This design comes from an exercise in tuning for small area on the open sky130 flow, not from production work.
Function was checked by simulation only, so behaviour that the tests miss may differ from the original.
Power and IR drop assume default switching activity. No driver is modelled on the clock port, so clocking that relies on it looks cheaper here than on a real chip.

==> inputs of v35 <==
==> flow/design.v (excerpt) <==
module cpu_top (
    input  logic        clk,
    input  logic        reset,
    output logic        mem_valid,
    output logic        mem_write,
    output logic [11:0] mem_address,
    output logic [31:0] mem_wdata,
    input  logic        mem_ready,
    input  logic [31:0] mem_rdata,
    output logic        halted
);
==> module cpu_top, before the edit <==
module cpu_top (
    input  logic        clk,
    input  logic        reset,
    output logic        mem_valid,
    output logic        mem_write,
    output logic [11:0] mem_address,
    output logic [31:0] mem_wdata,
    input  logic        mem_ready,
    input  logic [31:0] mem_rdata,
    output logic        halted
);
    typedef enum logic [3:0] {
        S_CLR     = 4'd0,    
        S_FETCH   = 4'd1,
        S_BRA     = 4'd2,
        S_LDREQ   = 4'd3,
        S_STREQ   = 4'd4,
        S_HALT    = 4'd5,
        S_SCOPY   = 4'd8,    
        S_STLOAD  = 4'd9,    
        S_SHLOAD  = 4'd10,   
        S_SHALIGN = 4'd11,   
        S_EXEC    = 4'd12,   
        S_SHWRITE = 4'd13    
    } state_t;
    state_t      state;
    logic        run;
    logic [4:0]  ph;
    logic [11:0] pc;
    logic [11:0] a;
    logic [3:0]  dn;
    logic [3:0]  sn;
    logic        immf;
    logic [3:0]  opc;
    logic [31:0] t;
    logic        fz, fn, fe, fp, fc;
    logic [31:0] rf [16];
    logic        ph0, ph31, active, is_pass, wr, clr, fetching, fetch_hs;
    logic [3:0]  raddr;
    logic        rbit, src, res, cin;
    logic        cond_ok, hold, zero_fill, knz, right, is_shift;
    logic [5:0]  phk;
    assign ph0     = (ph == 5'd0);
    assign ph31    = (ph == 5'd31);
    assign active  = run | ph0;
    assign is_pass = state[3];
    assign clr     = (state == S_CLR);
    assign wr      = active & ((state == S_EXEC) | (state == S_SHWRITE));
    assign fetching = (state == S_FETCH) | (wr & ph31);
    assign fetch_hs = fetching & mem_ready;
    assign is_shift = opc[2] & opc[1];
    assign raddr = (state == S_SCOPY) ? sn : dn;
    assign rbit  = rf[raddr][0];
    for (genvar k = 0; k < 16; k++) begin : g_rf
        always_ff @(posedge clk) begin
            if (clr)
                rf[k] <= {1'b0, rf[k][31:1]};
            else if (wr && dn == k)
                rf[k] <= {res, rf[k][31:1]};
            else
                rf[k] <= {rf[k][0], rf[k][31:1]};
        end
    end
    assign right = a[5];
    assign knz   = |a[4:0];
    assign phk   = {1'b0, ph} + {1'b0, a[4:0]};
    assign hold      = right ? ~phk[5] : (ph < a[4:0]);
    assign zero_fill = (hold ^ right) & opc[0];
    assign src = t[0] & ~(immf & (ph[4] | (ph[3] & ph[2])));
    assign cin = fc & ~ph0;
    always_comb begin
        if (state == S_SHWRITE)
            res = t[0] & ~zero_fill;
        else begin
            case (opc)
                4'd4:    res = rbit ^ src;                     
                4'd5:    res = rbit ^ src ^ cin;               
                4'd9:    res = ~src;                           
                default: res = src;                            
            endcase
        end
    end
    always_comb begin
        case (t[27:25])
            3'd0: cond_ok = 1'b1;
            3'd1: cond_ok = fp;
            3'd2: cond_ok = fe;
            3'd3: cond_ok = fc;
            3'd4: cond_ok = fn;
            3'd5: cond_ok = fz;
            3'd6: cond_ok = ~fc;
            default: cond_ok = ~fz;
        endcase
    end
    always_ff @(posedge clk) begin
        if (reset) begin
            state <= S_CLR;
            run   <= 1'b0;
            ph    <= 5'd0;
            pc    <= 12'd0;
            {fz, fn, fe, fp, fc} <= 5'd0;
        end else begin
            ph  <= ph + 5'd1;
            run <= is_pass & active & ~ph31;
            if (wr) begin
                if (ph0) begin
                    fz <= ~res;
                    fp <= res;
                    fe <= ~res;
                end else begin
                    fz <= fz & ~res;
                    fp <= fp ^ res;
                end
                if (ph31)
                    fn <= res;
                if (state == S_SHWRITE) begin
                    if ((right && ph31) || (!right && ph0))
                        fc <= t[0] & knz;
                end else if (opc == 4'd5)
                    fc <= (rbit & src) | ((rbit ^ src) & cin);
                else
                    fc <= 1'b0;
            end
            if (fetch_hs) begin
                pc <= pc + 12'd1;
                case (mem_rdata[31:28])
                    4'd1:       state <= S_LDREQ;
                    4'd2:       state <= S_STLOAD;
                    4'd3:       state <= S_BRA;
                    4'd4, 4'd5,
                    4'd9:       state <= mem_rdata[24] ? S_EXEC : S_SCOPY;
                    4'd6, 4'd7: state <= mem_rdata[24] ? S_SHLOAD : S_SCOPY;
                    4'd8:       state <= S_HALT;
                    default:    state <= S_FETCH;
                endcase
            end else begin
                case (state)
                    S_CLR: if (ph31) state <= S_FETCH;
                    S_BRA: begin
                        if (cond_ok) pc <= a;
                        state <= S_FETCH;
                    end
                    S_LDREQ: if (mem_ready) state <= S_EXEC;
                    S_STREQ: if (mem_ready) begin
                        state <= S_FETCH;
                        {fz, fn, fe, fp, fc} <= 5'd0;
                    end
                    S_SCOPY: if (active && ph31) state <= is_shift ? S_SHLOAD : S_EXEC;
                    S_STLOAD: if (active && ph31) state <= S_STREQ;
                    S_SHLOAD: if (active && ph31) state <= S_SHALIGN;
                    S_SHALIGN: if (ph31) state <= S_SHWRITE;
                    S_EXEC, S_SHWRITE: if (active && ph31) state <= S_FETCH;
                    S_FETCH, S_HALT: ;
                    default: state <= S_HALT;
                endcase
            end
        end
    end
    always_ff @(posedge clk) begin
        if (fetch_hs) begin
            dn   <= mem_rdata[23:20];
            sn   <= mem_rdata[19:16];
            immf <= mem_rdata[24];
            opc  <= mem_rdata[31:28];
            a    <= mem_rdata[11:0];
        end else if (state == S_LDREQ) begin
            immf <= 1'b0;
        end else if (state == S_SCOPY && active && ph < 5'd6) begin
            a[5:0] <= {rbit, a[5:1]};
        end
        if (fetch_hs || (state == S_LDREQ && mem_ready))
            t <= mem_rdata;
        else if (active && (state == S_SCOPY || state == S_STLOAD || state == S_SHLOAD))
            t <= {rbit, t[31:1]};
        else if (state == S_SHALIGN && !hold)
            t <= {t[0], t[31:1]};
        else if (wr)
            t <= {1'b0, t[31:1]};
    end
    assign mem_valid   = fetching | (state == S_LDREQ) | (state == S_STREQ);
    assign mem_write   = (state == S_STREQ);
    assign mem_address = (state == S_LDREQ || state == S_STREQ) ? a : pc;
    assign mem_wdata   = t;
    assign halted      = (state == S_HALT);
endmodule
==> flow/config.mk <==
export PLATFORM = sky130hd
export DESIGN_NAME = cpu_top
export DESIGN_NICKNAME = cpu_top
export VERILOG_FILES = /design/flow/design.v
export SDC_FILE = /design/flow/constraint.sdc
export NUM_CORES = 4
export LEC_CHECK = 0
export CAP_MARGIN = 20
export CORE_MARGIN = 2
export CORE_UTILIZATION = 40
export SLEW_MARGIN = 20
==> flow/constraint.sdc <==
create_clock -name core_clock -period 10.0 [get_ports {clk}]
set_input_delay 2.0000 -clock core_clock [delete_from_list [all_inputs] [get_ports {clk}]]
set_output_delay 2.0000 -clock core_clock [all_outputs]
set_load 0.01 [all_outputs]
run.sh (not shown) runs the stock make flow with config.mk's settings and CLKGATE_MAP_FILE= SYNTH_SCRIPT=/design/flow/synth_recipe.tcl, a recipe that flattens the netlist after the stock synthesis.
==> v30 (differences from v35) <==
==> flow/design.v (replaced) <==
`timescale 1ns/1ps
module cpu_top (
    input  logic        clk,
    input  logic        reset,
    output logic        mem_valid,
    output logic        mem_write,
    output logic [11:0] mem_address,
    output logic [31:0] mem_wdata,
    input  logic        mem_ready,
    input  logic [31:0] mem_rdata,
    output logic        halted
);
    typedef enum logic [3:0] {
        S_CLR     = 4'd0,    
        S_FETCH   = 4'd1,
        S_LDREQ   = 4'd2,
        S_STREQ   = 4'd3,
        S_HALT    = 4'd4,
        S_SHALIGN = 4'd5,    
        S_SCOPY   = 4'd8,    
        S_SCOPYSH = 4'd9,    
        S_STLOAD  = 4'd10,   
        S_SHLOAD  = 4'd11,   
        S_PCROT   = 4'd12,   
        S_EXEC    = 4'd13,   
        S_EXECI   = 4'd14,   
        S_SHWRITE = 4'd15    
    } state_t;
    state_t      state;
    logic        run;
    logic [4:0]  ph;
    logic [11:0] pc;
    logic        cy;
    logic [11:0] a;
    logic [3:0]  dn;
    logic [3:0]  sn;
    logic        op30, op28;    
    logic [31:0] t;
    logic        fz, fn, fe, fp, fc;
    logic [31:0] rf [16];
    logic        ph0, ph31, low12, active, wr, clr, fetching, fetch_hs;
    logic        exec, pc_rot, pc_in, pc_cin, taken;
    logic [3:0]  raddr;
    logic        rbit, src, res, cin;
    logic        cond_ok, hold, zero_fill, knz, right;
    logic [5:0]  phk;
    assign ph0      = (ph == 5'd0);
    assign ph31     = (ph == 5'd31);
    assign low12    = ~(ph[4] | (ph[3] & ph[2]));
    assign active   = run | ph0;
    assign clr      = (state == S_CLR);
    assign exec     = (state == S_EXEC) | (state == S_EXECI);
    assign wr       = active & (exec | (state == S_SHWRITE));
    assign fetching = (state == S_FETCH) | (wr & ph31);
    assign fetch_hs = fetching & mem_ready;
    assign raddr = (state == S_SCOPY || state == S_SCOPYSH) ? sn : dn;
    assign rbit  = rf[raddr][0];
    for (genvar k = 0; k < 16; k++) begin : g_rf
        always_ff @(posedge clk) begin
            if (clr)
                rf[k] <= {1'b0, rf[k][31:1]};
            else if (wr && dn == k)
                rf[k] <= {res, rf[k][31:1]};
            else
                rf[k] <= {rf[k][0], rf[k][31:1]};
        end
    end
    assign right = a[5];
    assign knz   = |a[4:0];
    assign phk   = {1'b0, ph} + {1'b0, a[4:0]};
    assign hold      = right ? ~phk[5] : (ph < a[4:0]);
    assign zero_fill = (hold ^ right) & op28;
    assign src = t[0] & ~((state == S_EXECI) & ~low12);
    assign cin = fc & ~ph0;
    always_comb begin
        if (state == S_SHWRITE)
            res = t[0] & ~zero_fill;
        else begin
            case ({op30, op28})
                2'b00:   res = src;                     
                2'b01:   res = ~src;                    
                2'b10:   res = rbit ^ src;              
                default: res = rbit ^ src ^ cin;        
            endcase
        end
    end
    always_comb begin
        case (t[27:25])
            3'd0: cond_ok = 1'b1;
            3'd1: cond_ok = fp;
            3'd2: cond_ok = fe;
            3'd3: cond_ok = fc;
            3'd4: cond_ok = fn;
            3'd5: cond_ok = fz;
            3'd6: cond_ok = ~fc;
            default: cond_ok = ~fz;
        endcase
    end
    assign pc_rot = low12 & (clr | (active & ((state == S_STLOAD) || (state == S_PCROT) ||
                                              exec || (state == S_SHWRITE))));
    assign taken  = (state == S_PCROT) & (t[31:28] == 4'd3) & cond_ok;
    assign pc_cin = ph0 | cy;
    assign pc_in  = clr ? 1'b0 : (taken ? a[0] : (pc[0] ^ pc_cin));
    always_ff @(posedge clk) begin
        cy <= pc[0] & pc_cin;
        if (pc_rot)
            pc <= {pc_in, pc[11:1]};
    end
    always_ff @(posedge clk) begin
        if (reset) begin
            state <= S_CLR;
            run   <= 1'b0;
            ph    <= 5'd0;
            {fz, fn, fe, fp, fc} <= 5'd0;
        end else begin
            ph  <= ph + 5'd1;
            run <= state[3] & active & ~ph31;
            if (wr) begin
                if (ph0) begin
                    fz <= ~res;
                    fp <= res;
                    fe <= ~res;
                end else begin
                    fz <= fz & ~res;
                    fp <= fp ^ res;
                end
                if (ph31)
                    fn <= res;
                if (state == S_SHWRITE) begin
                    if ((right && ph31) || (!right && ph0))
                        fc <= t[0] & knz;
                end else if (op30 && op28)
                    fc <= (rbit & src) | ((rbit ^ src) & cin);
                else
                    fc <= 1'b0;
            end
            if (fetch_hs) begin
                case (mem_rdata[31:28])
                    4'd1:       state <= S_LDREQ;
                    4'd2:       state <= S_STLOAD;
                    4'd4, 4'd5,
                    4'd9:       state <= mem_rdata[24] ? S_EXECI : S_SCOPY;
                    4'd6, 4'd7: state <= mem_rdata[24] ? S_SHLOAD : S_SCOPYSH;
                    4'd8:       state <= S_HALT;
                    default:    state <= S_PCROT;
                endcase
            end else begin
                case (state)
                    S_CLR: if (ph31) state <= S_FETCH;
                    S_LDREQ: if (mem_ready) state <= S_EXEC;
                    S_STREQ: if (mem_ready) begin
                        state <= S_FETCH;
                        {fz, fn, fe, fp, fc} <= 5'd0;
                    end
                    S_SHALIGN: if (ph31) state <= S_SHWRITE;
                    S_SCOPY: if (active && ph31) state <= S_EXEC;
                    S_SCOPYSH: if (active && ph31) state <= S_SHLOAD;
                    S_SHLOAD: if (active && ph31) state <= S_SHALIGN;
                    S_STLOAD: if (active && ph31) state <= S_STREQ;
                    S_PCROT: if (active && ph == 5'd11) state <= S_FETCH;
                    S_EXEC, S_EXECI, S_SHWRITE: if (active && ph31) state <= S_FETCH;
                    default: ;
                endcase
            end
        end
    end
    always_ff @(posedge clk) begin
        if (fetch_hs) begin
            dn   <= mem_rdata[23:20];
            sn   <= mem_rdata[19:16];
            op30 <= mem_rdata[30];
            op28 <= mem_rdata[28];
            a    <= mem_rdata[11:0];
        end else begin
            if (state == S_LDREQ)
                op28 <= 1'b0;
            if (low12 && active && (state == S_SCOPYSH || state == S_PCROT))
                a <= {rbit, a[11:1]};
        end
        if (fetch_hs || (state == S_LDREQ && mem_ready))
            t <= mem_rdata;
        else if (state == S_SHALIGN) begin
            if (!hold)
                t <= {t[0], t[31:1]};
        end else if (active && state[3] && state != S_PCROT)
            t <= {rbit, t[31:1]};
    end
    assign mem_valid   = fetching | (state == S_LDREQ) | (state == S_STREQ);
    assign mem_write   = (state == S_STREQ);
    assign mem_address = (state == S_LDREQ || state == S_STREQ) ? a : pc;
    assign mem_wdata   = t;
    assign halted      = (state == S_HALT);
endmodule
==> flow/flow/run.sh (new file) <==
#!/bin/bash
# Standard ORFS layout, with two changes: ports are buffered with the
# smallest buffer, and clock tree synthesis uses larger sink clusters and
# no dummy loads.
set -euo pipefail
export BUFFER_PORTS_ARGS="-buffer_cell sky130_fd_sc_hd__buf_1"
export CTS_ARGS="-sink_clustering_enable -repair_clock_nets -dont_use_dummy_load -sink_clustering_size 30 -sink_clustering_max_diameter 120"
bash standard.sh > flow.log 2>&1
==> flow/standard.sh (new file) <==
#!/bin/bash
# synth_recipe.tcl (not shown) runs the flow's synth.tcl, then flattens the netlist and writes it again
# the make line also repeats each setting of config.mk as NAME=value (left out here)
make -C /OpenROAD-flow-scripts/flow DESIGN_CONFIG=/design/flow/config.mk WORK_HOME=/design/flow/orfs CLKGATE_MAP_FILE= SYNTH_SCRIPT=/design/flow/synth_recipe.tcl "${@:-finish}"
removed: flow/run.sh
==> v37 (differences from v35) <==
==> flow/flow/run.sh (new file) <==
#!/bin/bash
set -euo pipefail
export BUFFER_PORTS_ARGS="-buffer_cell sky130_fd_sc_hd__buf_1"
export CTS_ARGS="-sink_clustering_enable -repair_clock_nets -dont_use_dummy_load -sink_clustering_size 30 -sink_clustering_max_diameter 80"
bash standard.sh > flow.log 2>&1
==> flow/standard.sh (new file) <==
#!/bin/bash
# synth_recipe.tcl (not shown) runs the flow's synth.tcl, then flattens the netlist and writes it again
# the make line also repeats each setting of config.mk as NAME=value (left out here)
make -C /OpenROAD-flow-scripts/flow DESIGN_CONFIG=/design/flow/config.mk WORK_HOME=/design/flow/orfs CLKGATE_MAP_FILE= SYNTH_SCRIPT=/design/flow/synth_recipe.tcl "${@:-finish}"
- CORE_UTILIZATION: 40 -> 60
- PLACE_DENSITY: default -> 0.75
removed: flow/run.sh
==> v27 (differences from v35) <==
==> flow/flow/run.sh (new file) <==
#!/bin/bash
# Standard ORFS layout, with two changes: ports are buffered with the
# smallest buffer, and clock tree synthesis uses larger sink clusters and
# no dummy loads.
set -euo pipefail
export BUFFER_PORTS_ARGS="-buffer_cell sky130_fd_sc_hd__buf_1"
export CTS_ARGS="-sink_clustering_enable -repair_clock_nets -dont_use_dummy_load -sink_clustering_size 30 -sink_clustering_max_diameter 120"
bash standard.sh > flow.log 2>&1
==> flow/standard.sh (new file) <==
#!/bin/bash
# synth_recipe.tcl (not shown) runs the flow's synth.tcl, then flattens the netlist and writes it again
# the make line also repeats each setting of config.mk as NAME=value (left out here)
make -C /OpenROAD-flow-scripts/flow DESIGN_CONFIG=/design/flow/config.mk WORK_HOME=/design/flow/orfs CLKGATE_MAP_FILE= SYNTH_SCRIPT=/design/flow/synth_recipe.tcl "${@:-finish}"
removed: flow/run.sh
==> summary of the runs <==
The lowest cell count belongs to v37, the highest to v35.
The highest worst setup slack belongs to v30, the lowest to v35.
Sequential cell count is the same in v35 and v27.
Non-clock buffer count is the same in v35 and v37.
Sequential share of layout area, lowest first: v35, v27, v30, v37.
v35 went through all stages and came out clean. v27 went through all stages and came out clean. v30 completed without violations. v37 produced a clean layout.
The lowest global-route usage belongs to v30, the highest to v37.
In v35 the count of clock-buffer cells in the layout is higher than in v30, by 52.
==> figures <==
| metric | v35 | v27 | v37 | v30 |
|---|---|---|---|---|
| Met3 global-route usage | 0.02751 | 0.01857 | 0.03276 | 0.02042 |
| Nonclk inv count | 22 | 22 | 22 | 18 |
| Final worst-path cycle share | 0.5308 | 0.5125 | 0.4947 | 0.4581 |
| Number of global-route vias before repair | 7,276 | 6,992 | 7,068 | 6,548 |
| Clock Sink Count | 596 | 596 | 596 | 594 |
| Share of cell area taken by flip-flops and latches | 0.6807 | 0.7463 | 0.7552 | 0.7515 |
| Logic power comb | 383 uW | 334 uW | 329 uW | 575 uW |
| Total wire length after detailed routing | 24,920 um | 23,890 um | 23,210 um | 21,630 um |
| Number of DRC markers in iteration 0 | 394 | 461 | 594 | 383 |
| Average routed wire per standard cell | 14.73 um | 14.73 um | 16.10 um | 13.66 um |
| Seq power | 2530 uW | 2530 uW | 2530 uW | 2680 uW |
| Slowest cell delay on critical path | 0.64 ns | 0.69 ns | 0.68 ns | 0.63 ns |
| Met1 track demand over resource in global routing | 0.1945 | 0.1897 | 0.2608 | 0.1737 |
| Status | finished clean | finished clean | finished clean | finished clean |
| Sequential element share of the synthesized area | 0.8171 | 0.8171 | 0.8171 | 0.8238 |
| Vias per std cell | 4.436 | 4.477 | 5.072 | 4.369 |

[separate check: timing with driven ports]
Ports are ideal in the flow. The routed layouts listed here were re-timed in OpenROAD.
Step 1: set_driving_cell puts a clkbuf_16 on clk and a buf_2 on each other input, an assumption about the parent block.
Step 2 also shifts input and output timing later by t, the mid clock arrival at the registers, as if the neighbouring blocks saw the same clock.
Slacks: no drivers / after step 1 / after step 2; pairs: no drivers / after step 1.
run	t (ns)	setup WS [ns]	worst setup path at the end	slew at the worst register clock pin (ns)	pins driven straight from the clock port
v35	0.603	4.692 / 4.641 / 5.206	input to register	0.07 / 0.07	1
v30	0.595	5.419 / 5.363 / 5.634	register to register	0.11 / 0.11	1
v37	0.582	5.053 / 5.003 / 5.306	register to register	0.11 / 0.11	1
v27	0.593	4.875 / 4.823 / 5.020	register to register	0.12 / 0.12	1
After both steps every run listed still meets setup and hold.
